Context: an optimization exercise on an open-source flow, tuned for small area. The choices shown serve that exercise and are no tape-out recipe.
In this exercise RTL edits were held to simulation tests only and were not proved equivalent to the original.
Power and IR drop assume default switching activity. The clock port is modelled as an ideal driver; clocking choices that lean on that would not hold on a real chip.

== east ==
// dcache_top
module dcache_top (
  input  logic        CLK,
  input  logic        nRST,
  input  logic        halt,
  input  logic        dmemREN,
  input  logic        dmemWEN,
  input  logic [31:0] dmemaddr,
  input  logic [31:0] dmemstore,
  output logic        dhit,
  output logic [31:0] dmemload,
  output logic        flushed,
  output logic        dREN,
  output logic        dWEN,
  output logic [31:0] daddr,
  output logic [31:0] dstore,
  input  logic        dwait,
  input  logic [31:0] dload
);
Size in the first run: ~6000 cells after synthesis, roughly 3000 flip-flops, ~100000 um2 of cells after synthesis.
export LEC_CHECK = 0
export CAP_MARGIN = 10
export CORE_MARGIN = 2
export CORE_UTILIZATION = 65
export PLACE_DENSITY = 0.75
export SETUP_SLACK_MARGIN = 0.2
export SLEW_MARGIN = 10
export SYNTH_HIERARCHICAL = 1
create_clock -name core_clock -period 14.0 [get_ports {CLK}]
standard.sh (not shown) runs the stock make flow with config.mk's settings and CLKGATE_MAP_FILE= SYNTH_SCRIPT=/design/flow/synth_recipe.tcl, a recipe that flattens the netlist after the stock synthesis.
==> flow/flow/run.sh <==
#!/bin/bash
# Layout flow: the standard flow (standard.sh, ORFS from synthesis to the
# final layout) with two changes to how buffers are chosen:
#  - clock tree: clusters of up to 30 flip-flops within 100 um per leaf
#    buffer, clkbuf_16 buffers only, and no dummy loads;
#  - port buffers: buf_1 cells (every input and output port still gets one).
# The full output of the flow goes to flow.log in this folder; ORFS keeps each
# step's own log under orfs/logs/.
set -euo pipefail
cd "$(dirname "$0")/.."
export CTS_ARGS="-sink_clustering_enable -repair_clock_nets -sink_clustering_size 30 -sink_clustering_max_diameter 100 -buf_list sky130_fd_sc_hd__clkbuf_16 -dont_use_dummy_load"
export BUFFER_PORTS_ARGS="-buffer_cell sky130_fd_sc_hd__buf_1"
bash standard.sh finish > flow.log 2>&1
diff inputs: east => south
--- a/flow/design.v
+++ b/flow/design.v
@@ -132,25 +132,18 @@
       dc_sel16 u_s (.d(db), .s(sw_oh), .y(h[2 * w +: 2]));
     end
     dc_sel9 u_w (.d({hitcnt[b], h}),
                  .s({hcst, {2{way_oh[3]}}, {2{way_oh[2]}}, {2{way_oh[1]}}, {2{way_oh[0]}}}),
                  .y(rdata[b]));
   end
   assign a_tag = st[a_way];
-  logic [63:0][1:0] word_we;
-  for (genvar i = 0; i < 64; i++) begin : g_we
-    for (genvar h = 0; h < 2; h++) begin : g_h
-      dc_and2 u_we (.a(hit_wr | fill_we), .b(word_oh[i]), .y(word_we[i][h]));
-    end
-  end
   assign wdata = fetch ? dload : dmemstore;
   always_ff @(posedge CLK) begin
     for (int i = 0; i < 64; i++)
-      for (int h = 0; h < 2; h++)
-        if (word_we[i][h]) data[i][16 * h +: 16] <= wdata[16 * h +: 16];
+      if ((hit_wr | fill_we) && word_oh[i]) data[i] <= wdata;
     if (hit_wr | fill_done) dirty[a_set][a_way] <= hit_wr;
   end
   assign aligned = tplace == 3'd7;
   assign tag_we  = aligned & (fill_done | tagw);
   always_ff @(posedge CLK)
     for (int w = 0; w < 4; w++) begin
       for (int p = 1; p < 8; p++) tring[w][p] <= tring[w][p - 1];
@@ -258,17 +251,14 @@
 endmodule
 module dc_nand3 (input logic a, b, c, output logic y);
   assign y = ~(a & b & c);
 endmodule
 module dc_nand4 (input logic a, b, c, d, output logic y);
   assign y = ~(a & b & c & d);
 endmodule
-module dc_and2 (input logic a, b, output logic y);
-  assign y = a & b;
-endmodule
 module dcache_top (
   input  logic        CLK,
   input  logic        nRST,
   input  logic        halt,
   input  logic        dmemREN,
   input  logic        dmemWEN,
   input  logic [31:0] dmemaddr,
Notes after the runs:
- Portion of total power attributed to combinational logic, east and south: smaller value in south
- Layout net count (south over east): decrease, 71
- Diff east -> south | post-route met1 wirelength | up by a few percent
- Between south and east, the CTS H-tree depth does not differ in any meaningful way.
- Sort east and south by worst path arrival time, ascending, and south comes first.
- south packs its core more tightly than east.
- south vs east: number of signal-net buffers in the layout up by more than 10%
- On south: share of the clock period used by the worst path is 0.30 points lower than what east gave.
- Row synthesized area: south lower / east higher

re-timing with driven ports:
How much do the figures lean on ideal ports? The routed layouts below were timed once more, with nothing changed but the port constraints. Step 1, drivers: a clkbuf_16 drives CLK and a buf_2 each remaining input, both assumed. Step 2 moves the port delays by t, midway between the first and last clock arrival at a register: inputs arrive t later, outputs are due t later. That takes back most of the time a late clock gives input paths. Slacks: ideal / step 1 / step 2; pairs: ideal / step 1.
| run | shift t [ns] | setup WS [ns] | worst hold slack (ns) | worst setup path after step 2 | worst slew at a driven data input, ns |
|---|---|---|---|---|---|
| east | 0.840 | 0.475 / 0.446 / 0.446 | 0.319 / 0.319 / 0.319 | input to output | 0.07 |
| south | 0.837 | 0.518 / 0.483 / 0.483 | 0.334 / 0.334 / 0.334 | input to output | 0.10 |
After both steps setup and hold are still met in every run listed. The setup slack of south, which loses most, moves by -0.035 ns with the drivers and by -0.035 ns with both steps.
